Context: an optimization exercise on an open-source flow, tuned for small area, a short achievable clock period and few clock cycles. The choices shown serve that exercise and are no tape-out recipe.
At most, simulation tests tie the RTL to the original design; equivalence was not proved.
The RTL of runs 1, 5 and 6 was laid out without a check of its function.

==> flow/design.v <==
package huff_pkg;
    typedef logic [8-1:0] weight_t;
    typedef logic [12-1:0]    nodeWeight_t;
    typedef logic [5-1:0]     nodeId_t;
    typedef struct packed {
        weight_t [10-1:0] leaf;
    } leafWeights_t;
    typedef struct packed {
        nodeId_t parent;
        nodeId_t left;
        nodeId_t right;
    } treeEntry_t;
    typedef logic [(9-1)*3*5-1:0] treeTable_t;
    typedef struct packed {
        nodeId_t     id;
        nodeWeight_t weight;
        logic        valid;  
    } pick_t;
    typedef enum logic [1:0] {
        IDLE,
        PICK_RIGHT,
        PICK_LEFT,
        MERGE
    } ctrlState_t;
endpackage
module huffmanTree (
    input  logic                   Clk_in,
    input  logic                   n_Rst,
    input  logic                   Start,
    input  logic [79:0]            Weights,    
    output logic                   Busy,
    output logic                   Done,
    output logic [119:0]           Tree,       
    output logic [4:0]             RootRight,
    output logic [4:0]             RootLeft
);
    localparam int NH = 5;    
    localparam int QD = 4;    
    localparam int PD = 5;    
    function automatic logic le8(input logic [7:0] a, input logic [7:0] b);
        logic r;
        r = 1'b1;
        for (int k = 0; k < 8; k++)
            r = (a[k] ^ b[k]) ? b[k] : r;
        le8 = r;
    endfunction
    function automatic logic le12(input logic [11:0] a, input logic [11:0] b);
        logic r;
        r = 1'b1;
        for (int k = 0; k < 12; k++)
            r = (a[k] ^ b[k]) ? b[k] : r;
        le12 = r;
    endfunction
    function automatic logic leafLe(input logic [7:0] a, input logic [11:0] b);
        leafLe = (|b[11:8]) || le8(a, b[7:0]);
    endfunction
    logic       busy;
    logic       busyOut;    
    logic       done;
    logic [7:0] haveResult;   
    logic [2:0] mergeCnt;     
    logic       lastMerge;
    assign lastMerge = (mergeCnt == 3'd7);
    always_ff @(posedge Clk_in or negedge n_Rst)
    begin
        if (!n_Rst)
        begin
            busy       <= 1'b0;
            busyOut    <= 1'b0;
            done       <= 1'b0;
            haveResult <= '0;
        end
        else
        begin
            busy       <= busy ? !lastMerge : Start;
            busyOut    <= busy && !lastMerge;
            done       <= busy && lastMerge;
            for (int e = 0; e < 8; e++)
                haveResult[e] <= haveResult[e] || (busy && mergeCnt == 3'(e));
        end
    end
    assign Busy = busyOut;
    assign Done = done;
    logic [7:0]    wA [NH];
    logic [7:0]    wB [NH];
    logic [NH-1:0] usedA;
    logic [NH-1:0] usedB;
    always_ff @(posedge Clk_in)
    begin
        if (!busy)
        begin
            for (int i = 0; i < NH; i++)
            begin
                wA[i] <= Weights[8*i +: 8];
                wB[i] <= Weights[8*(i+NH) +: 8];
            end
        end
    end
    function automatic logic [2*NH-1:0] pickTwo(input logic [8*NH-1:0] w,
                                                input logic [NH-1:0]   used);
        logic [NH-1:0] prec [NH];   
        logic [NH-1:0] p0;
        logic [NH-1:0] p1;
        for (int i = 0; i < NH; i++)
        begin
            prec[i][i] = 1'b0;
            for (int j = i + 1; j < NH; j++)
            begin
                prec[i][j] = le8(w[8*i +: 8], w[8*j +: 8]);
                prec[j][i] = !prec[i][j];
            end
        end
        for (int i = 0; i < NH; i++)
        begin
            p0[i] = !used[i];
            for (int j = 0; j < NH; j++)
                if (j != i)
                    p0[i] = p0[i] && (used[j] || prec[i][j]);
        end
        for (int i = 0; i < NH; i++)
        begin
            p1[i] = !used[i] && !p0[i];
            for (int j = 0; j < NH; j++)
                if (j != i)
                    p1[i] = p1[i] && (used[j] || p0[j] || prec[i][j]);
        end
        pickTwo = {p1, p0};
    endfunction
    logic [8*NH-1:0] wAflat;
    logic [8*NH-1:0] wBflat;
    logic [NH-1:0]   pA0, pA1, pB0, pB1;
    always_comb
    begin
        for (int i = 0; i < NH; i++)
        begin
            wAflat[8*i +: 8] = wA[i];
            wBflat[8*i +: 8] = wB[i];
        end
    end
    assign {pA1, pA0} = pickTwo(wAflat, usedA);
    assign {pB1, pB0} = pickTwo(wBflat, usedB);
    logic [7:0] wA0, wA1, wB0, wB1;
    logic [2:0] iA0, iA1, iB0, iB1;
    always_comb
    begin
        wA0 = '0; wA1 = '0; wB0 = '0; wB1 = '0;
        iA0 = '0; iA1 = '0; iB0 = '0; iB1 = '0;
        for (int i = 0; i < NH; i++)
        begin
            wA0 = wA0 | ({8{pA0[i]}} & wA[i]);
            wA1 = wA1 | ({8{pA1[i]}} & wA[i]);
            wB0 = wB0 | ({8{pB0[i]}} & wB[i]);
            wB1 = wB1 | ({8{pB1[i]}} & wB[i]);
            iA0 = iA0 | ({3{pA0[i]}} & 3'(i));
            iA1 = iA1 | ({3{pA1[i]}} & 3'(i));
            iB0 = iB0 | ({3{pB0[i]}} & 3'(i));
            iB1 = iB1 | ({3{pB1[i]}} & 3'(i));
        end
    end
    logic okA0, okA1, okB0, okB1;
    assign okA0 = |pA0;
    assign okA1 = |pA1;
    assign okB0 = |pB0;
    assign okB1 = |pB1;
    logic       firstA;     
    logic       secondA;    
    logic       leafOk0;
    logic       leafOk1;
    logic [7:0] leafW0;
    logic [7:0] leafW1;
    logic [4:0] leafId0;
    logic [4:0] leafId1;
    always_comb
    begin
        firstA = okA0 && (!okB0 || le8(wA0, wB0));
        if (firstA)
            secondA = okA1 && (!okB0 || le8(wA1, wB0));
        else
            secondA = okA0 && (!okB1 || le8(wA0, wB1));
        leafOk0 = okA0 || okB0;
        leafOk1 = firstA ? (okA1 || okB0) : (okA0 || okB1);
        leafW0  = firstA ? wA0 : wB0;
        leafId0 = firstA ? {2'd0, iA0} : 5'd5 + {2'd0, iB0};
        if (firstA)
        begin
            leafW1  = secondA ? wA1 : wB0;
            leafId1 = secondA ? {2'd0, iA1} : 5'd5 + {2'd0, iB0};
        end
        else
        begin
            leafW1  = secondA ? wA0 : wB1;
            leafId1 = secondA ? {2'd0, iA0} : 5'd5 + {2'd0, iB1};
        end
    end
    logic [11:0]   q [QD];
    logic [QD-1:0] head;      
    logic [QD-1:0] tail;      
    logic [PD-1:0] pending;   
    logic [4:0]    headId;    
    logic [11:0]   opA;       
    logic [11:0]   opB;
    logic [11:0]   newSum;
    assign newSum = opA + opB;
    logic [1:0] tailSlot;
    assign tailSlot = mergeCnt[1:0] - 2'd1;
    always_comb
        for (int k = 0; k < QD; k++)
            tail[k] = (tailSlot == 2'(k));
    logic [QD-1:0] head1;
    logic [QD-1:0] head2;
    assign head1 = {head[QD-2:0], head[QD-1]};
    assign head2 = {head1[QD-2:0], head1[QD-1]};
    logic [11:0] qW0;
    logic [11:0] qW1;
    always_comb
    begin
        qW0 = '0;
        qW1 = '0;
        for (int k = 0; k < QD; k++)
        begin
            qW0 = qW0 | ({12{head[k]}}  & q[k]);
            qW1 = qW1 | ({12{head1[k]}} & q[k]);
        end
        if (pending[0] && !pending[1])
            qW0 = newSum;
        if (pending[1] && !pending[2])
            qW1 = newSum;
    end
    logic        takeLeafR;
    logic        takeLeafL;
    logic        twoLeaves;
    logic        twoNodes;
    logic [11:0] nextA;
    logic [11:0] nextB;
    logic [4:0]  rightId;
    logic [4:0]  leftId;
    always_comb
    begin
        takeLeafR = leafOk0 && (!pending[0] || leafLe(leafW0, qW0));
        if (takeLeafR)
            takeLeafL = leafOk1 && (!pending[0] || leafLe(leafW1, qW0));
        else
            takeLeafL = leafOk0 && (!pending[1] || leafLe(leafW0, qW1));
        twoLeaves = takeLeafR && takeLeafL;
        twoNodes  = !takeLeafR && !takeLeafL;
        nextA = twoNodes ? qW1 : {4'd0, leafW0};
        nextB = twoLeaves ? {4'd0, leafW1} : qW0;
        rightId = takeLeafR ? leafId0 : headId;
        if (twoLeaves)
            leftId = leafId1;
        else if (takeLeafR)
            leftId = headId;
        else if (takeLeafL)
            leftId = leafId0;
        else
            leftId = headId + 5'd1;
    end
    logic [11:0] total;
    logic [7:0]  pairA;
    logic [7:0]  pairB;
    always_comb
    begin
        pairA = wA[0];
        pairB = wA[1];
        case (mergeCnt)
            3'd1:    begin pairA = wA[2]; pairB = wA[3]; end
            3'd2:    begin pairA = wA[4]; pairB = wB[0]; end
            3'd3:    begin pairA = wB[1]; pairB = wB[2]; end
            3'd4:    begin pairA = wB[3]; pairB = wB[4]; end
            default: ;
        endcase
    end
    logic [11:0] half;
    logic [7:0]  lastLeafW;
    logic [4:0]  lastLeafId;
    logic        xIsLeaf;
    logic        xRight;
    logic [4:0]  xId;
    assign half       = {1'b0, total[11:1]};
    assign lastLeafW  = pending[1] ? leafW0 : leafW1;
    assign lastLeafId = pending[1] ? leafId0 : leafId1;
    assign xIsLeaf    = !pending[2] && !leafLe(lastLeafW, newSum);
    assign xRight     = le12(newSum, half) && (pending[2] || le12({4'd0, lastLeafW}, half));
    assign xId        = xIsLeaf ? lastLeafId : 5'd16;
    always_ff @(posedge Clk_in)
    begin
        opA <= nextA;
        opB <= nextB;
    end
    always_ff @(posedge Clk_in)
    begin
        if (!busy)
        begin
            usedA    <= '0;
            usedB    <= '0;
            mergeCnt <= '0;
            head     <= QD'(1);
            pending  <= '0;
            headId   <= 5'd10;
            total    <= '0;
        end
        else
        begin
            mergeCnt <= mergeCnt + 3'd1;
            if (mergeCnt <= 3'd4)
                total <= total + {4'd0, pairA} + {4'd0, pairB};
            if (takeLeafR || takeLeafL)
            begin
                if (firstA)
                    usedA <= usedA | pA0 | ((twoLeaves && secondA) ? pA1 : '0);
                else
                    usedA <= usedA | ((twoLeaves && secondA) ? pA0 : '0);
                if (!firstA)
                    usedB <= usedB | pB0 | ((twoLeaves && !secondA) ? pB1 : '0);
                else
                    usedB <= usedB | ((twoLeaves && !secondA) ? pB0 : '0);
            end
            for (int k = 0; k < QD; k++)
                if (tail[k])
                    q[k] <= newSum;
            if (twoNodes)
            begin
                head    <= head2;
                headId  <= headId + 5'd2;
                pending <= {1'b0, pending[PD-1:1]};
            end
            else if (!twoLeaves)
            begin
                head    <= head1;
                headId  <= headId + 5'd1;
            end
            else
            begin
                pending <= {pending[PD-2:0], 1'b1};
            end
        end
    end
    logic [9:0] entry [8];
    logic [4:0] rootR;
    logic [4:0] rootL;
    always_ff @(posedge Clk_in or negedge n_Rst)
    begin
        if (!n_Rst)
        begin
            for (int e = 0; e < 8; e++)
                entry[e] <= '0;
            rootR <= '0;
            rootL <= '0;
        end
        else if (busy)
        begin
            for (int e = 0; e < 7; e++)
                entry[e] <= entry[e+1];
            entry[7] <= {leftId, rightId};
            if (lastMerge)
            begin
                rootR <= xRight ? xId : 5'd17;
                rootL <= xRight ? 5'd17 : xId;
            end
        end
    end
    always_comb
    begin
        for (int e = 0; e < 8; e++)
            Tree[15*e +: 15] = {(haveResult[e] ? 5'(10 + e) : 5'd0), entry[e]};
    end
    assign RootRight = rootR;
    assign RootLeft  = rootL;
endmodule
==> flow/flow/run.sh <==
#!/bin/bash
# The standard layout, except that the port buffers are plain buf_1
# cells instead of the delay buffers buffer_ports picks by default.
set -euo pipefail
export BUFFER_PORTS_ARGS="-buffer_cell sky130_fd_sc_hd__buf_1"
bash standard.sh finish > standard_flow.log 2>&1
==> flow/standard.sh <==
#!/bin/bash
# synth_recipe.tcl (not shown) runs the flow's synth.tcl, then flattens the netlist and writes it again
# the make line also repeats each setting of config.mk as NAME=value (left out here)
make -C /OpenROAD-flow-scripts/flow DESIGN_CONFIG=/design/flow/config.mk WORK_HOME=/design/flow/orfs CLKGATE_MAP_FILE= SYNTH_SCRIPT=/design/flow/synth_recipe.tcl "${@:-finish}"
==> flow/config.mk <==
export PLATFORM = sky130hd
export DESIGN_NAME = huffmanTree
export DESIGN_NICKNAME = huffmanTree
export VERILOG_FILES = /design/flow/design.v
export SDC_FILE = /design/flow/constraint.sdc
export NUM_CORES = 4
export LEC_CHECK = 0
export ABC_AREA = 1
export CAP_MARGIN = 20
export CORE_MARGIN = 2
export CORE_UTILIZATION = 40
export CTS_CLUSTER_DIAMETER = 80
export CTS_CLUSTER_SIZE = 24
export SLEW_MARGIN = 20
==> flow/constraint.sdc <==
create_clock -name core_clock -period 36.0 [get_ports {Clk_in}]
set_input_delay 7.2000 -clock core_clock [delete_from_list [all_inputs] [get_ports {Clk_in}]]
set_output_delay 7.2000 -clock core_clock [all_outputs]
set_load 0.01 [all_outputs]
==> flow_summary.yaml, run 1 <==
run_status:
  status: "timing/DRC/antenna clean"
timing:
  fin_skew_ps: 33.6
  maxSlewViolCount: 0
  max_freq_mhz: 119
  tns_ps: 0
  setup_viol: 0
  hold_viol: 0
  fin_crit_ps: 8420
  fin_crit_sh: 0.234
  slew_headroom: 0.336
  tightest_slew_ps: 995
  rsz0062_at_grt: "false"
routing:
  drt-pass1-iter-count: 7
  wl_per_cell_um: 17.7
  routed-via-count: 18633
  vias_per_cell: 5.30
  route.detailed.drc: 0
  ant_nets: 0
  drtIter0Drc: 1705
  routed_wl_um: 62400
setup_path:
  path_depth: 1
  slowest_delay_ps: 480
  cp-start-kind: "flop"
  crit_required_ps: 28800
  worst-path-max-fanout: 4
  path_class: "reg2out"
  timing.rr.start: "wA[3][4]"
  path_buf_inv: 1
  critPathTopFamily: "flip-flops"
  r2r_slack_ps: 29070
  slowest_stage: "dfrtp_1"
  cp.arrival_ps: 1220
  reg2reg_to: "headId[3]"
  crit_chain: "buf_1"
  worstRegToRegCells: 39
  cp-end-kind: "output pin"
min_path:
  hold_path_depth: 2
  min_to: "pending[4]"
  hold_path_class: "reg2reg"
  hp-start: "pending[4]"
global_route:
  grt_usage: 0.244
  first_global_vias: 17565
  gr-total-overflow: 0
  grt_max_degree: 103
  grt_pass1_wl_um: 97700
  antenna_found_initial: 0
logic_synthesis:
  ys_seq_area_frac: 0.392
  synth_seq_cells: 292
  yosysWarnings: 7
  ys_types: 64
  synth_async_sr_flop_share: 0.346
  synth_enable_flop_cells: 128
  ys_dominant_reg_cell: "edfxtp_1"
  synth_cells: 2760
  syn_area_per_cell_um2: 7.06
  synth_area_mm2: 0.0195
floorplan:
  rows: 80
  start_util: 0.406
  fp.dieW_um: 225
  io_pins: 215
  fp.dieH_um: 225
  dieArea_mm2: 0.0505
  core_area_mm2: 0.0479
layout:
  fillers: 5023
  syn_to_final_growth_pct: 8.74
  drive_above_1_share: 0.0658
  most-common-layout-cells: "nand2_1, inv_1, buf_1"
  diodes: 0
  seq_area_mm2: 0.00764
  instances_no_fill: 3516
  final_common_cell: "nand2_1"
  nNetsFinal: 3008
  multi_input_area_mm2: 0.00949
cts:
  cts_resized: 0
  cts_hold_buf: 0
  clk_pin_slew_ps: 70
  insertion_delay_ps: 570
  post-cts-setup-buffers: 0
  h-tree-depth: 1
  numCtsBuffers: 22
  root_buffer: "clkbuf_16"
  cts_tree: "yes"
  clock_path_buffers: 3
  clock-sinks: 292
placed_design:
  dpl.hpwl_um: 47000
  port-buffer-count: 194
  dp.cells: 3476
  place_congestion: 0.927
run:
  maxCapViolCount: 0
-- Yosys cell counts (8+ instances only) --
library cell / count / area, um^2
o211ai_1: 20 / 150
nor2_2: 14 / 87.6
o22ai_1: 145 / 907
o21ai_0: 155 / 776
nor2_1: 135 / 507
xor2_1: 13 / 114
dfrtp_1: 101 / 2530
clkbuf_1: 42 / 158
nor3_1: 12 / 60.1
a31oi_1: 9 / 56.3
inv_1: 406 / 1520
fa_1: 10 / 200
nand3_2: 9 / 90.1
nand2_2: 21 / 131
nand2_1: 902 / 3390
dfxtp_1: 63 / 1260
a21oi_1: 81 / 405
buf_6: 9 / 101
o21bai_1: 20 / 150
edfxtp_1: 128 / 3840
buf_4: 37 / 278
a221oi_1: 12 / 105
ha_1: 30 / 375
nand3_1: 126 / 631
inv_2: 57 / 214
a22oi_1: 8 / 60.1
buf_2: 23 / 115
o21ai_1: 50 / 250
nand4_1: 16 / 100
-- layout make-up --
class,instances,share of cell area
Clock buffer,25,0.0266
Clock inverter,15,0.00909
Inverter,470,0.0835
Multi-Input combinational cell,1899,0.448
Sequential cell,292,0.360
Tap cell,615,0.0363
Timing Repair Buffer,200,0.0367
-- registers in the layout (all words and copies together) (netlist names) --
| register | cells |
|---|---|
| busy | 1 |
| busyOut | 1 |
| done | 1 |
| entry | 80 |
| haveResult | 8 |
| head | 4 |
| headId | 5 |
| mergeCnt | 3 |
| opA | 12 |
| opB | 12 |
| pending | 5 |
| q | 48 |
| rootL | 5 |
| rootR | 5 |
| total | 12 |
| usedA | 5 |
| usedB | 5 |
| wA | 40 |
| wB | 40 |
-- routing by layer --
layer	share of wire	routed length, um	up-vias	track usage
met4	0.036	2230	0	0.0893
met5	0	0	-	0
met3	0.055	3420	123	0.0225
met2	0.47	29200	623	0.409
li1	-	-	9175	-
met1	0.44	27600	8712	0.329
-- how the worst max path moves through the flow --
stage                    end  slack [ps]           from
2_1_floorplan       Tree[86]       28220  haveResult[5]
3_3_place_gp   haveResult[1]       27490          n_Rst
3_5_place_dp   haveResult[1]       27450          n_Rst
4_1_cts             Tree[57]       27570  haveResult[3]
5_1_grt             Tree[57]       27570  haveResult[3]
6_report            Tree[57]       27580  haveResult[3]
-- logic make-up after synthesis --
family                   Yosys count  synth area share
multiplexers                       1          0.000514
AND/OR/NAND/NOR                 1274             0.276
adder cells (fa/ha/maj)           43            0.0311
AO/OA/AOI/OAI                    543             0.167
flip-flops                       292             0.392
other                              1          0.000192
buffers and inverters            588             0.125
XOR/XNOR                          18           0.00809
-- stage by stage --
| stage | util | instance area [um^2] | hold WS [ps] | setup slack [ps] |
|---|---|---|---|---|
| floorplan | - | 19600 | 429 | 28220 |
| global placement | 0.426 | 20400 | 440 | 27490 |
| detailed placement | 0.426 | 20400 | 451 | 27450 |
| CTS | 0.442 | 21200 | 462 | 27570 |
| global route | 0.442 | 21200 | 499 | 27570 |
| finish | 0.442 | 21200 | 461 | 27580 |
==> run 2: changes to the inputs <==
--- a/flow/design.v
+++ b/flow/design.v
@@ -58,5 +58,5 @@
     logic       busyOut;    
     logic       done;
-    logic [7:0] haveResult;   
+    logic [3:0] haveResult;   
     logic [2:0] mergeCnt;     
     logic       lastMerge;
@@ -76,6 +76,6 @@
             busyOut    <= busy && !lastMerge;
             done       <= busy && lastMerge;
-            for (int e = 0; e < 8; e++)
-                haveResult[e] <= haveResult[e] || (busy && mergeCnt == 3'(e));
+            for (int g = 0; g < 4; g++)
+                haveResult[g] <= haveResult[g] || (busy && mergeCnt == 3'(2*g));
         end
     end
@@ -196,6 +196,16 @@
     logic [QD-1:0] head;      
     logic [QD-1:0] tail;      
+    logic [2:0]    taken;     
+    logic [2:0]    pendCount;
     logic [PD-1:0] pending;   
     logic [4:0]    headId;    
+    assign pendCount = mergeCnt - taken;
+    assign headId    = 5'd10 + {2'd0, taken};
+    always_comb
+        for (int k = 0; k < QD; k++)
+            head[k] = (taken[1:0] == 2'(k));
+    always_comb
+        for (int k = 0; k < PD; k++)
+            pending[k] = (pendCount > 3'(k));
     logic [11:0]   opA;       
     logic [11:0]   opB;
@@ -208,7 +218,5 @@
             tail[k] = (tailSlot == 2'(k));
     logic [QD-1:0] head1;
-    logic [QD-1:0] head2;
     assign head1 = {head[QD-2:0], head[QD-1]};
-    assign head2 = {head1[QD-2:0], head1[QD-1]};
     logic [11:0] qW0;
     logic [11:0] qW1;
@@ -295,7 +303,5 @@
             usedB    <= '0;
             mergeCnt <= '0;
-            head     <= QD'(1);
-            pending  <= '0;
-            headId   <= 5'd10;
+            taken    <= '0;
             total    <= '0;
         end
@@ -321,16 +327,9 @@
             if (twoNodes)
             begin
-                head    <= head2;
-                headId  <= headId + 5'd2;
-                pending <= {1'b0, pending[PD-1:1]};
+                taken   <= taken + 3'd2;
             end
             else if (!twoLeaves)
             begin
-                head    <= head1;
-                headId  <= headId + 5'd1;
-            end
-            else
-            begin
-                pending <= {pending[PD-2:0], 1'b1};
+                taken   <= taken + 3'd1;
             end
         end
@@ -363,5 +362,5 @@
     begin
         for (int e = 0; e < 8; e++)
-            Tree[15*e +: 15] = {(haveResult[e] ? 5'(10 + e) : 5'd0), entry[e]};
+            Tree[15*e +: 15] = {(haveResult[e/2] ? 5'(10 + e) : 5'd0), entry[e]};
     end
     assign RootRight = rootR;
--- a/flow/config.mk
+++ b/flow/config.mk
@@ -10,5 +10,5 @@
 export CORE_MARGIN = 2
 export CORE_UTILIZATION = 40
-export CTS_CLUSTER_DIAMETER = 80
-export CTS_CLUSTER_SIZE = 24
+export CTS_CLUSTER_DIAMETER = 100
+export CTS_CLUSTER_SIZE = 30
 export SLEW_MARGIN = 20
==> flow_summary.yaml, run 2 <==
routing:
  routed_wl_um: 61500
  drt-pass1-iter-count: 5
  route.detailed.drc: 0
  drtIter0Drc: 1728
  vias_per_cell: 5.26
  routed-via-count: 18134
  wl_per_cell_um: 17.8
  ant_nets: 0
logic_synthesis:
  ys_dominant_reg_cell: "edfxtp_1"
  yosysMostFrequentCell: "nand2_1"
  synth_common_cells: "nand2_1, inv_1, o21ai_0"
  ys_seq_area_frac: 0.383
  yosys.area.top_type: "edfxtp_1"
  synth_cells: 2697
  yosysWarnings: 7
  synth_area_mm2: 0.0191
  syn_area_per_cell_um2: 7.07
  synth_async_sr_flop_share: 0.350
  synth_area_leaders: "edfxtp_1, nand2_1, dfrtp_1"
  synth_top_area_share: 0.202
  ys_types: 65
  synth_enable_flop_cells: 128
  synth_seq_cells: 277
setup_path:
  crit_required_ps: 28800
  path_buf_inv: 1
  path_depth: 1
  worstRegToRegCells: 47
  cp.arrival_ps: 1170
  path_class: "reg2out"
  timing.rr.start: "wB[4][1]"
  critPathTopFamily: "flip-flops"
  r2r_slack_ps: 29320
  worst-path-max-fanout: 6
  crit_chain: "buf_1"
  cp-end-kind: "output pin"
  cp-start-kind: "flop"
  slowest_delay_ps: 450
  reg2reg_to: "entry[7][8]"
  slowest_stage: "dfrtp_1"
min_path:
  hold_path_class: "reg2reg"
  min_to: "entry[0][9]"
  hold_path_depth: 2
  hp-start: "entry[0][9]"
run:
  maxCapViolCount: 0
timing:
  tns_ps: 0
  hold_viol: 0
  maxSlewViolCount: 0
  rsz0062_at_grt: "false"
  fin_ws_ps: 27630
  setup_viol: 0
  fin_crit_sh: 0.233
  fin_skew_ps: 36.8
  fin_crit_ps: 8370
  max_freq_mhz: 119
  tightest_slew_ps: 902
  slew_headroom: 0.399
global_route:
  gr-total-overflow: 0
  grt_max_degree: 108
  first_global_vias: 17244
  antenna_found_initial: 0
  grt_usage: 0.244
  grt_pass1_wl_um: 96400
cts:
  post-cts-setup-buffers: 0
  clock-sinks: 277
  h-tree-depth: 1
  numCtsBuffers: 16
  cts_tree: "yes"
  cts_hold_buf: 0
  root_buffer: "clkbuf_16"
  clock_path_buffers: 3
  clk_pin_slew_ps: 110
  cts_resized: 0
  insertion_delay_ps: 550
layout:
  largest_registers: "entry x80, q x48"
  syn_to_final_growth_pct: 8.17
  final_common_cell: "nand2_1"
  most-common-layout-cells: "nand2_1, inv_1, buf_1"
  regMostFlops: "entry"
  drive_above_1_share: 0.0660
  final_cell_area_mm2: 0.0206
  nNetsFinal: 2954
  largest_reg_flops: 80
floorplan:
  fp.dieW_um: 222
  core_area_mm2: 0.0474
  rows: 80
  io_pins: 215
  dieArea_mm2: 0.0494
  start_util: 0.402
  fp.dieH_um: 222
run_status:
  status: "timing/DRC/antenna clean"
placed_design:
  port-buffer-count: 194
  dpl.hpwl_um: 47200
  dp_slack_ps: 27560
  placedInstanceArea_mm2: 0.0200
  place_congestion: 0.966
[run 2: final cells by class]
type                       count  area (um^2)
tap                          615          769
clock buffer                  19          433
fill                        4926        26800
sequential                   277         7320
clock inverter                 9          134
inverter                     476         1790
antenna                        1         2.50
multi-input combinational   1849         9360
timing repair buffer         204          827
[run 2: cells by family (layout without fill, tap and decap cells)]
family                   count (synthesis)  count (layout)  share of synthesized area
AO/OA/AOI/OAI                          536             536                      0.171
XOR/XNOR                                17              17                    0.00781
adder cells (fa/ha/maj)                 48              48                     0.0361
buffers and inverters                  590             708                      0.130
flip-flops                             277             277                      0.383
other                                    1              21                   0.000197
AND/OR/NAND/NOR                       1228            1228                      0.272
[run 2: per-layer routing]
metal	vias up	share of wire	global-route usage
met3	113	0.060	0.0258
met5	-	0	0
met4	0	0.034	0.0898
met2	629	0.47	0.408
met1	8429	0.44	0.328
li1	8963	-	-
[run 2: per-stage QoR]
stage	cells	hold WS, ps	utilization
detailed placement	3420	456	0.422
global route	3449	509	0.435
floorplan	2716	448	-
finish	3450	481	0.435
CTS	3448	484	0.434
global placement	3420	453	0.422
[run 2: worst max-delay path by stage]
stage	endpoint	startpoint	slack, ps
floorplan	Tree[72]	haveResult[2]	28180
global placement	entry[6][8]	n_Rst	27610
detailed placement	entry[6][8]	n_Rst	27560
CTS	Tree[11]	haveResult[0]	27600
global route	Tree[25]	haveResult[0]	27550
finish	Tree[25]	haveResult[0]	27630
Testbench counts of run 2, summed over its fixed seeds: cycles 4,608.
==> run 3: changes to the inputs <==
--- a/flow/config.mk
+++ b/flow/config.mk
@@ -11,4 +11,4 @@
 export CORE_UTILIZATION = 40
 export CTS_CLUSTER_DIAMETER = 100
-export CTS_CLUSTER_SIZE = 30
+export CTS_CLUSTER_SIZE = 26
 export SLEW_MARGIN = 20
==> flow_summary.yaml, run 3 <==
layout:
  instances_no_fill: 3450
  final_common_cell: "nand2_1"
  nNetsFinal: 2954
  finish.utilization: 0.434
  final_cell_area_mm2: 0.0206
  regMostFlops: "entry"
  syn_to_final_growth_pct: 7.96
  largest_reg_flops: 80
  most-common-layout-cells: "nand2_1, inv_1, buf_1"
  drive_above_1_share: 0.0649
  largest_registers: "entry x80, q x48"
min_path:
  hold_path_class: "reg2reg"
logic_synthesis:
  yosysWarnings: 7
  yosys.area.top_type: "edfxtp_1"
  synth_cells: 2697
  synth_area_leaders: "edfxtp_1, nand2_1, dfrtp_1"
  yosysMostFrequentCell: "nand2_1"
  synth_top_area_share: 0.202
  synth_async_sr_flop_share: 0.350
  ys_seq_area_frac: 0.383
  ys_types: 65
  ys_dominant_reg_cell: "edfxtp_1"
  synth_enable_flop_cells: 128
  syn_area_per_cell_um2: 7.07
  synth_area_mm2: 0.0191
  synth_seq_cells: 277
  synth_common_cells: "nand2_1, inv_1, o21ai_0"
routing:
  drt-pass1-iter-count: 5
  vias_per_cell: 5.25
  routed-via-count: 18129
  route.detailed.drc: 0
  ant_nets: 0
  drtIter0Drc: 1646
  routed_wl_um: 61500
  wl_per_cell_um: 17.8
timing:
  setup_viol: 0
  tns_ps: 0
  fin_ws_ps: 27650
  hold_viol: 0
  fin_crit_sh: 0.232
  rsz0062_at_grt: "false"
  tightest_slew_ps: 896
  maxSlewViolCount: 0
  fin_skew_ps: 30.9
  fin_crit_ps: 8360
  timing.hold.ws_ps: 478
  slew_headroom: 0.396
  max_freq_mhz: 120
placed_design:
  dp_slack_ps: 27560
  placedInstanceArea_mm2: 0.0200
  dpl.hpwl_um: 47200
  place_congestion: 0.966
  dp.cells: 3420
  port-buffer-count: 194
cts:
  cts_tree: "yes"
  cts_resized: 0
  cts_hold_buf: 0
  clock_path_buffers: 3
  root_buffer: "clkbuf_16"
  post-cts-setup-buffers: 0
  clk_pin_slew_ps: 100
  insertion_delay_ps: 540
  h-tree-depth: 1
  clock-sinks: 277
  numCtsBuffers: 16
setup_path:
  cp.arrival_ps: 1150
  path_buf_inv: 1
  crit_chain: "buf_1"
  critPathTopFamily: "flip-flops"
  cp-start-kind: "flop"
  slowest_stage: "dfrtp_1"
  cp-end-kind: "output pin"
  worst-path-max-fanout: 6
  path_class: "reg2out"
  slowest_delay_ps: 450
  crit_required_ps: 28800
run_status:
  status: "timing/DRC/antenna clean"
floorplan:
  core_area_mm2: 0.0474
  start_util: 0.402
  fp.dieW_um: 222
  fp.dieH_um: 222
  io_pins: 215
  rows: 80
  dieArea_mm2: 0.0494
global_route:
  grt_max_degree: 108
  first_global_vias: 17211
  grt_usage: 0.244
  gr-total-overflow: 0
  antenna_found_initial: 0
  grt_pass1_wl_um: 96400
run:
  maxCapViolCount: 0
==> run 3: cell counts after synthesis <==
Identical to the previous run, type by type.
==> run 3: layer usage <==
layer	vias up	GRT usage	share of wire
li1	8969	-	-
met5	-	0	0
met1	8456	0.330	0.44
met2	589	0.407	0.47
met3	115	0.0243	0.057
met4	0	0.0894	0.036
==> run 3: logic make-up (layout without fill, tap and decap cells) <==
kind of cell | after synthesis | count (layout) | synth area share
adder cells (fa/ha/maj) | 48 | 48 | 0.0361
other | 1 | 21 | 0.000197
buffers and inverters | 590 | 708 | 0.130
flip-flops | 277 | 277 | 0.383
AND/OR/NAND/NOR | 1228 | 1228 | 0.272
XOR/XNOR | 17 | 17 | 0.00781
AO/OA/AOI/OAI | 536 | 536 | 0.171
==> run 3: final timing paths <==
path	start	end	slack, ps	cells past startpoint
max	haveResult[0]	Tree[25]	27650	1
min	entry[0][9]	entry[0][9]	480	2
max reg2reg	wB[4][1]	entry[7][8]	29200	47
min reg2reg	entry[0][9]	entry[0][9]	480	2
max in group asynchronous	n_Rst	entry[7][7]	28170	2
min in group asynchronous	n_Rst	entry[0][1]	6600	1
==> run 3: layout make-up <==
cell class / count / area, um^2
tap: 615 / 769
clock buffer: 22 / 444
antenna: 1 / 2.50
multi-input combinational: 1849 / 9360
clock inverter: 6 / 82.6
timing repair buffer: 204 / 827
sequential: 277 / 7320
inverter: 476 / 1790
fill: 4926 / 26900
==> run 4: changes to the inputs <==
--- a/flow/config.mk
+++ b/flow/config.mk
@@ -9,6 +9,7 @@
 export CAP_MARGIN = 20
 export CORE_MARGIN = 2
-export CORE_UTILIZATION = 40
+export CORE_UTILIZATION = 55
 export CTS_CLUSTER_DIAMETER = 100
 export CTS_CLUSTER_SIZE = 26
+export PLACE_DENSITY = 0.65
 export SLEW_MARGIN = 20
==> flow_summary.yaml, run 4 <==
run_status:
  status: "timing/DRC/antenna clean"
global_route:
  first_global_vias: 16964
  grtUsageMet1: 0.431
  grt_max_degree: 108
  grt_use_met3: 0.0434
  top_usage_layer: "met2"
  grt_use_met2: 0.537
  grt_pass1_wl_um: 92300
  antenna_found_initial: 1
  grt_usage: 0.322
  gr-total-overflow: 0
layout:
  multi_input_area_mm2: 0.00936
  seq_area_mm2: 0.00732
  largest_registers: "entry x80, q x48"
  largest_reg_flops: 80
  regMostFlops: "entry"
  final_common_cell: "nand2_1"
  most-common-layout-cells: "nand2_1, inv_1, buf_1"
  fillers: 3384
  nNetsFinal: 2950
  instances_no_fill: 3284
  final_cell_area_mm2: 0.0203
  diodes: 0
  syn_to_final_growth_pct: 6.50
  drive_above_1_share: 0.0636
timing:
  tns_ps: 0
  slew_headroom: 0.268
  tightest_slew_ps: 1100
  max_freq_mhz: 120
  fin_crit_ps: 8350
  maxSlewViolCount: 0
  setup_viol: 0
  fin_crit_sh: 0.232
  rsz0062_at_grt: "false"
  fin_skew_ps: 12.0
  fin_ws_ps: 27650
  hold_viol: 0
floorplan:
  rows: 68
  start_util: 0.555
  dieArea_mm2: 0.0362
  core_area_mm2: 0.0344
  fp.dieH_um: 190
  io_pins: 215
  fp.dieW_um: 190
cts:
  clk_pin_slew_ps: 90
  h-tree-depth: 1
  insertion_delay_ps: 520
  cts_tree: "yes"
  cts_resized: 0
  clock-sinks: 277
  post-cts-setup-buffers: 0
  root_buffer: "clkbuf_16"
  cts_hold_buf: 0
  clock_path_buffers: 3
  numCtsBuffers: 15
routing:
  route.detailed.drc: 0
  ant_nets: 0
  vias_per_cell: 5.62
  drtIter0Drc: 1629
  routed-via-count: 18446
  drt-pass1-iter-count: 6
  wl_per_cell_um: 18.1
  routed_wl_um: 59400
setup_path:
  path_class: "reg2out"
  crit_required_ps: 28800
  crit_chain: "buf_1"
  path_buf_inv: 1
  slowest_delay_ps: 450
  worst-path-max-fanout: 8
  slowest_stage: "dfrtp_1"
  cp.arrival_ps: 1150
  cp-start-kind: "flop"
  critPathTopFamily: "flip-flops"
  cp-end-kind: "output pin"
logic_synthesis:
  synth_cells: 2697
  synth_top_area_share: 0.202
  yosysWarnings: 7
  syn_area_per_cell_um2: 7.07
  synth_enable_flop_cells: 128
  synth_seq_cells: 277
  yosysMostFrequentCell: "nand2_1"
  ys_seq_area_frac: 0.383
  synth_area_mm2: 0.0191
  ys_types: 65
  synth_async_sr_flop_share: 0.350
  ys_dominant_reg_cell: "edfxtp_1"
  synth_common_cells: "nand2_1, inv_1, o21ai_0"
  synth_area_leaders: "edfxtp_1, nand2_1, dfrtp_1"
  yosys.area.top_type: "edfxtp_1"
placed_design:
  place_congestion: 1.04
  placedInstanceArea_mm2: 0.0198
  port-buffer-count: 194
  dp_slack_ps: 27460
  dpl.hpwl_um: 45200
  dp.cells: 3258
run:
  maxCapViolCount: 0
min_path:
  hold_path_class: "reg2reg"
==> run 4: cell count changes in the layout (fill, tap and decap cells not counted) <==
| cell | previous run | this run |
|---|---|---|
| buf_16 | 1 | 0 |
| buf_4 | 9 | 6 |
| buf_6 | 0 | 1 |
| bufinv_16 | 0 | 1 |
| clkbuf_1 | 5 | 4 |
| clkbuf_16 | 17 | 16 |
| clkinv_16 | 1 | 0 |
| clkinv_2 | 1 | 2 |
| clkinv_8 | 2 | 1 |
| diode_2 | 1 | 0 |
| inv_4 | 2 | 1 |
| inv_6 | 2 | 3 |
==> run 4: path summary, 6_finish.rpt <==
kind                               start     endpoint  slack (ps)  depth (start not counted)
min in group asynchronous          n_Rst     rootL[3]        6510                          1
max in group asynchronous          n_Rst         busy       28460                          2
min                          entry[0][9]  entry[0][9]         480                          2
max reg2reg                     wA[3][1]  entry[7][8]       29280                         43
max                        haveResult[2]     Tree[88]       27650                          1
min reg2reg                  entry[0][9]  entry[0][9]         480                          2
==> run 4: cell families after synthesis <==
kind of cell | after synthesis | share of synthesized area
AOI/OAI and AO/OA | 536 | 0.171
other | 1 | 0.000197
adders and majority gates | 48 | 0.0361
and+or+nand+nor | 1228 | 0.272
DFF | 277 | 0.383
buffers and inverters | 590 | 0.130
xor gates and xnor gates | 17 | 0.00781
==> run 4: stage by stage <==
stage          utilization  hold slack (ps)
2_1_floorplan            -              448
3_3_place_gp         0.577              452
3_5_place_dp         0.577              457
4_1_cts              0.591              480
5_1_grt              0.591              512
6_report             0.591              476
==> run 4: layout make-up <==
class,count,area share
Sequential cell,277,0.360
Clock buffer,20,0.0204
Clock inverter,6,0.00363
Tap cell,455,0.0280
Inverter,476,0.0883
Multi-Input combinational cell,1849,0.461
Timing Repair Buffer,201,0.0388
==> run 4: routing by layer <==
metal	vias to the layer above	wire length (um)	share of wire
li1	8958	-	-
met1	8549	25300	0.43
met2	771	27600	0.46
met3	168	4080	0.069
met4	0	2400	0.040
met5	-	0	0
==> run 5: changes to the inputs <==
--- a/flow/design.v
+++ b/flow/design.v
@@ -281,14 +281,18 @@
     logic [11:0] half;
     logic [7:0]  lastLeafW;
-    logic [4:0]  lastLeafId;
-    logic        xIsLeaf;
     logic        xRight;
     logic [4:0]  xId;
-    assign half       = {1'b0, total[11:1]};
-    assign lastLeafW  = pending[1] ? leafW0 : leafW1;
-    assign lastLeafId = pending[1] ? leafId0 : leafId1;
-    assign xIsLeaf    = !pending[2] && !leafLe(lastLeafW, newSum);
-    assign xRight     = le12(newSum, half) && (pending[2] || le12({4'd0, lastLeafW}, half));
-    assign xId        = xIsLeaf ? lastLeafId : 5'd16;
+    assign half      = {1'b0, total[11:1]};
+    assign lastLeafW = pending[1] ? leafW0 : leafW1;
+    assign xRight    = le12(newSum, half) && (pending[2] || le12({4'd0, lastLeafW}, half));
+    always_comb
+    begin
+        if (!twoLeaves && !twoNodes && !pending[1])
+            xId = leafId1;
+        else if (twoNodes && !pending[2])
+            xId = leafId0;
+        else
+            xId = 5'd16;
+    end
     always_ff @(posedge Clk_in)
     begin
--- a/flow/config.mk
+++ b/flow/config.mk
@@ -9,7 +9,6 @@
 export CAP_MARGIN = 20
 export CORE_MARGIN = 2
-export CORE_UTILIZATION = 55
+export CORE_UTILIZATION = 40
 export CTS_CLUSTER_DIAMETER = 100
 export CTS_CLUSTER_SIZE = 26
-export PLACE_DENSITY = 0.65
 export SLEW_MARGIN = 20
==> flow_summary.yaml, run 5 <==
floorplan:
  core_area_mm2: 0.0475
  fp.dieW_um: 223
  rows: 80
  io_pins: 215
  dieArea_mm2: 0.0497
  fp.dieH_um: 223
  start_util: 0.403
global_route:
  grt_pass1_wl_um: 94900
  grt_use_met3: 0.0220
  grtUsageMet1: 0.322
  top_usage_layer: "met2"
  grt_usage: 0.239
  gr-total-overflow: 0
  grt_use_met2: 0.404
  antenna_found_initial: 0
  first_global_vias: 16990
  grt_max_degree: 108
routing:
  routed_wl_um: 60300
  routed-via-count: 17686
  wl_per_cell_um: 17.8
  ant_nets: 0
  drt-pass1-iter-count: 5
  drtIter0Drc: 1703
  vias_per_cell: 5.22
  route.detailed.drc: 0
layout:
  most-common-layout-cells: "nand2_1, inv_1, buf_1"
  diodes: 0
  largest_registers: "entry x80, q x48"
  fillers: 4925
  largest_reg_flops: 80
  final_common_cell: "nand2_1"
  regMostFlops: "entry"
  nNetsFinal: 2893
  seq_area_mm2: 0.00732
  syn_to_final_growth_pct: 7.49
  drive_above_1_share: 0.101
  multi_input_area_mm2: 0.00947
timing:
  fin_skew_ps: 25.1
  slew_headroom: 0.312
  maxSlewViolCount: 0
  rsz0062_at_grt: "false"
  fin_crit_sh: 0.232
  max_freq_mhz: 120
  setup_viol: 0
  hold_viol: 0
  tightest_slew_ps: 1030
  fin_ws_ps: 27640
  tns_ps: 0
  fin_crit_ps: 8360
setup_path:
  slowest_stage: "dfrtp_1"
  path_class: "reg2out"
  worst-path-max-fanout: 8
  crit_required_ps: 28800
  slowest_delay_ps: 450
  reg2reg_to: "taken[1]"
  worstRegToRegCells: 41
  critPathTopFamily: "flip-flops"
  timing.rr.start: "wA[3][1]"
  crit_chain: "buf_1"
  cp-end-kind: "output pin"
  r2r_slack_ps: 29080
  cp-start-kind: "flop"
  path_buf_inv: 1
  cp.arrival_ps: 1160
run:
  maxCapViolCount: 0
cts:
  post-cts-setup-buffers: 0
  root_buffer: "clkbuf_16"
  h-tree-depth: 1
  numCtsBuffers: 16
  cts_hold_buf: 0
  clk_pin_slew_ps: 100
  cts_tree: "yes"
  insertion_delay_ps: 530
  clock-sinks: 277
  cts_resized: 0
  clock_path_buffers: 3
placed_design:
  dp_slack_ps: 27540
  dpl.hpwl_um: 46500
  port-buffer-count: 194
  place_congestion: 0.951
logic_synthesis:
  ys_seq_area_frac: 0.381
  yosys.area.top_type: "edfxtp_1"
  synth_enable_flop_cells: 128
  ys_dominant_reg_cell: "edfxtp_1"
  yosysWarnings: 7
  ys_types: 73
  yosysMostFrequentCell: "nand2_1"
  synth_async_sr_flop_share: 0.350
  syn_area_per_cell_um2: 7.26
  synth_area_mm2: 0.0192
  synth_seq_cells: 277
  synth_cells: 2640
  synth_area_leaders: "edfxtp_1, nand2_1, dfrtp_1"
  synth_top_area_share: 0.200
  synth_common_cells: "nand2_1, inv_1, o22ai_1"
min_path:
  min_to: "entry[0][3]"
  hp-start: "entry[0][3]"
  hold_path_depth: 2
  hold_path_class: "reg2reg"
run_status:
  status: "timing/DRC/antenna clean"
[run 5: layer usage]
metal,vias up,share of wire
met5,-,0
met4,0,0.030
met3,98,0.053
met2,586,0.48
met1,8223,0.44
li1,8779,-
[run 5: worst min-delay path, delay by kind of cell, from the launching register on]
kind             cells  cell delay, ps
DFF                  1             350
and+or+nand+nor      2              90
[run 5: cell type report]
type | count | area share
Multi-Input combinational cell | 1812 | 0.460
Clock inverter | 6 | 0.00382
Clock buffer | 22 | 0.0220
Tap cell | 615 | 0.0373
Timing Repair Buffer | 204 | 0.0392
Inverter | 452 | 0.0829
Sequential cell | 277 | 0.355
[run 5: worst max path at each step]
stage               slack (ps)             to  cells past startpoint           from
floorplan                28180       Tree[72]                      1  haveResult[2]
global placement         27590  haveResult[1]                      2          n_Rst
detailed placement       27540    entry[6][6]                      2          n_Rst
CTS                      27620       Tree[13]                      1  haveResult[0]
global route             27560       Tree[71]                      1  haveResult[2]
finish                   27640       Tree[86]                      1  haveResult[2]
[run 5: kinds of logic (layout without fill, tap and decap cells)]
| group | Yosys count | in the layout | share of synthesized area |
|---|---|---|---|
| other cells | 1 | 20 | 0.000196 |
| fa+ha+maj | 48 | 48 | 0.0359 |
| flops | 277 | 277 | 0.381 |
| xor+xnor | 17 | 17 | 0.00777 |
| simple gates | 1203 | 1203 | 0.279 |
| buf+inv | 570 | 684 | 0.128 |
| compound gates | 524 | 524 | 0.168 |
[run 5: through the flow]
step	instance area [um^2]	utilization	instances	hold WS, ps
floorplan	19200	-	2659	448
global placement	20100	0.422	3360	453
detailed placement	20100	0.422	3360	457
CTS	20600	0.433	3388	482
global route	20600	0.433	3388	501
finish	20600	0.433	3388	477
==> run 6: changes to the inputs <==
--- a/flow/config.mk
+++ b/flow/config.mk
@@ -9,6 +9,7 @@
 export CAP_MARGIN = 20
 export CORE_MARGIN = 2
-export CORE_UTILIZATION = 40
+export CORE_UTILIZATION = 55
 export CTS_CLUSTER_DIAMETER = 100
 export CTS_CLUSTER_SIZE = 26
+export PLACE_DENSITY = 0.65
 export SLEW_MARGIN = 20
==> flow_summary.yaml, run 6 <==
routing:
  ant_nets: 0
  drtIter0Drc: 1849
  vias_per_cell: 5.58
  wl_per_cell_um: 17.8
  route.detailed.drc: 0
  drt-pass1-iter-count: 6
  routed_wl_um: 57300
  routed-via-count: 17994
timing:
  hold_viol: 0
  fin_crit_sh: 0.233
  tightest_slew_ps: 1040
  maxSlewViolCount: 0
  fin_skew_ps: 29.9
  fin_crit_ps: 8380
  rsz0062_at_grt: "false"
  max_freq_mhz: 119
  slew_headroom: 0.302
  tns_ps: 0
  setup_viol: 0
logic_synthesis:
  synth_top_area_share: 0.200
  synth_area_leaders: "edfxtp_1, nand2_1, dfrtp_1"
  yosysMostFrequentCell: "nand2_1"
  yosys.area.top_type: "edfxtp_1"
  synth_enable_flop_cells: 128
  synth_seq_cells: 277
  synth_area_mm2: 0.0192
  yosysWarnings: 7
  synth_common_cells: "nand2_1, inv_1, o22ai_1"
  ys_dominant_reg_cell: "edfxtp_1"
  ys_seq_area_frac: 0.381
  synth_async_sr_flop_share: 0.350
  syn_area_per_cell_um2: 7.26
  synth_cells: 2640
  ys_types: 73
placed_design:
  dp.cells: 3200
  placedInstanceArea_mm2: 0.0199
  port-buffer-count: 194
  dpl.hpwl_um: 43900
  place_congestion: 0.979
layout:
  final_cell_area_mm2: 0.0203
  instances_no_fill: 3224
  regMostFlops: "entry"
  diodes: 0
  drive_above_1_share: 0.0986
  syn_to_final_growth_pct: 5.85
  nNetsFinal: 2891
  most-common-layout-cells: "nand2_1, inv_1, buf_1"
  largest_reg_flops: 80
  largest_registers: "entry x80, q x48"
  final_common_cell: "nand2_1"
global_route:
  grt_usage: 0.311
  antenna_found_initial: 0
  grt_max_degree: 107
  first_global_vias: 16516
  gr-total-overflow: 0
  grt_pass1_wl_um: 89600
floorplan:
  fp.dieH_um: 191
  dieArea_mm2: 0.0364
  io_pins: 215
  fp.dieW_um: 191
  core_area_mm2: 0.0345
  rows: 68
  start_util: 0.556
cts:
  root_buffer: "clkbuf_16"
  cts_tree: "yes"
  numCtsBuffers: 14
  insertion_delay_ps: 520
  cts_resized: 0
  clock_path_buffers: 3
  h-tree-depth: 1
  post-cts-setup-buffers: 0
  clk_pin_slew_ps: 100
  clock-sinks: 277
  cts_hold_buf: 0
setup_path:
  cp-start-kind: "flop"
  slowest_delay_ps: 470
  crit_required_ps: 28800
  cp.arrival_ps: 1180
  critPathTopFamily: "flip-flops"
  crit_chain: "buf_1"
  path_buf_inv: 1
  cp-end-kind: "output pin"
  slowest_stage: "dfrtp_1"
  worst-path-max-fanout: 8
  path_class: "reg2out"
run_status:
  status: "timing/DRC/antenna clean"
min_path:
  hold_path_class: "reg2reg"
run:
  maxCapViolCount: 0
[run 6: cell counts after synthesis]
No cell type changed its count.
[run 6: per-stage QoR]
stage	hold slack (ps)	setup slack (ps)	util
after floorplan	448	28180	-
after global placement	451	27490	0.577
after detailed placement	456	27480	0.577
after CTS	481	27610	0.589
after global routing	504	27560	0.589
final	476	27620	0.589
[run 6: tightest hold or removal path, cell delays in order (launching register included)]
cell and delay, ps:
dfrtp_1 350, nand2_1 50, nand2_1 50
[run 6: kinds of logic after synthesis]
group | after synthesis | synth area share
other | 1 | 0.000196
XOR/XNOR | 17 | 0.00777
buffers and inverters | 570 | 0.128
AO/OA/AOI/OAI | 524 | 0.168
AND/OR/NAND/NOR | 1203 | 0.279
flip-flops | 277 | 0.381
adder cells (fa/ha/maj) | 48 | 0.0359
[run 6: metal layers]
metal,track usage,wire [um]
met2,0.520,26600
met5,0,0
met4,0.124,2460
met1,0.416,24200
met3,0.0328,4060
[run 6: final timing paths]
path                                    start  slack, ps  depth (start not counted)             to
worst max-delay path            haveResult[2]      27620                          1       Tree[73]
worst min-delay path              entry[0][0]        480                          2    entry[0][0]
worst max register to register       wA[0][1]      29230                         42    entry[7][5]
worst min register to register    entry[0][0]        480                          2    entry[0][0]
max in group asynchronous               n_Rst      28430                          2           busy
min in group asynchronous               n_Rst       6530                          1  haveResult[0]
[run 6: cell type report]
cell class / count / area [um^2]
Inverter: 452 / 1710
Multi-Input combinational cell: 1812 / 9470
Clock inverter: 2 / 12.5
Tap cell: 455 / 569
Sequential cell: 277 / 7320
Timing Repair Buffer: 204 / 811
Clock buffer: 22 / 402
Fill cell: 3335 / 14200

## port drivers added, routing unchanged
In the flow no input, the clock included, has a driving cell. The finished layouts below were timed again as built, in two steps. Step 1, drivers: a clkbuf_16 drives Clk_in and a buf_2 each remaining input, both assumed. Step 2 moves the port delays by t, midway between the first and last clock arrival at a register: inputs arrive t later, outputs are due t later. That takes back most of the time a late clock gives input paths. Three values: ideal ports, drivers, drivers and shift; two values: the first two.
run | t, ns | setup WS [ns] | worst setup path after step 2 | clock arrival spread, ns
run 1 | 0.617 | 27.585 / 27.527 / 27.484 | input, reset recovery | 0.035 / 0.035
run 2 | 0.591 | 27.630 / 27.568 / 27.631 | input, reset recovery | 0.037 / 0.037
run 3 | 0.584 | 27.645 / 27.587 / 27.613 | input, reset recovery | 0.031 / 0.032
run 4 | 0.569 | 27.649 / 27.596 / 27.916 | input, reset recovery | 0.013 / 0.013
run 5 | 0.577 | 27.641 / 27.582 / 27.630 | input, reset recovery | 0.025 / 0.025
run 6 | 0.561 | 27.624 / 27.570 / 27.902 | input, reset recovery | 0.030 / 0.030
After both steps setup and hold are still met in every run listed. The setup slack of run 1, which loses most, moves by -0.058 ns with the drivers and by -0.101 ns with both steps. The worst setup slack also covers recovery checks on asynchronous resets.
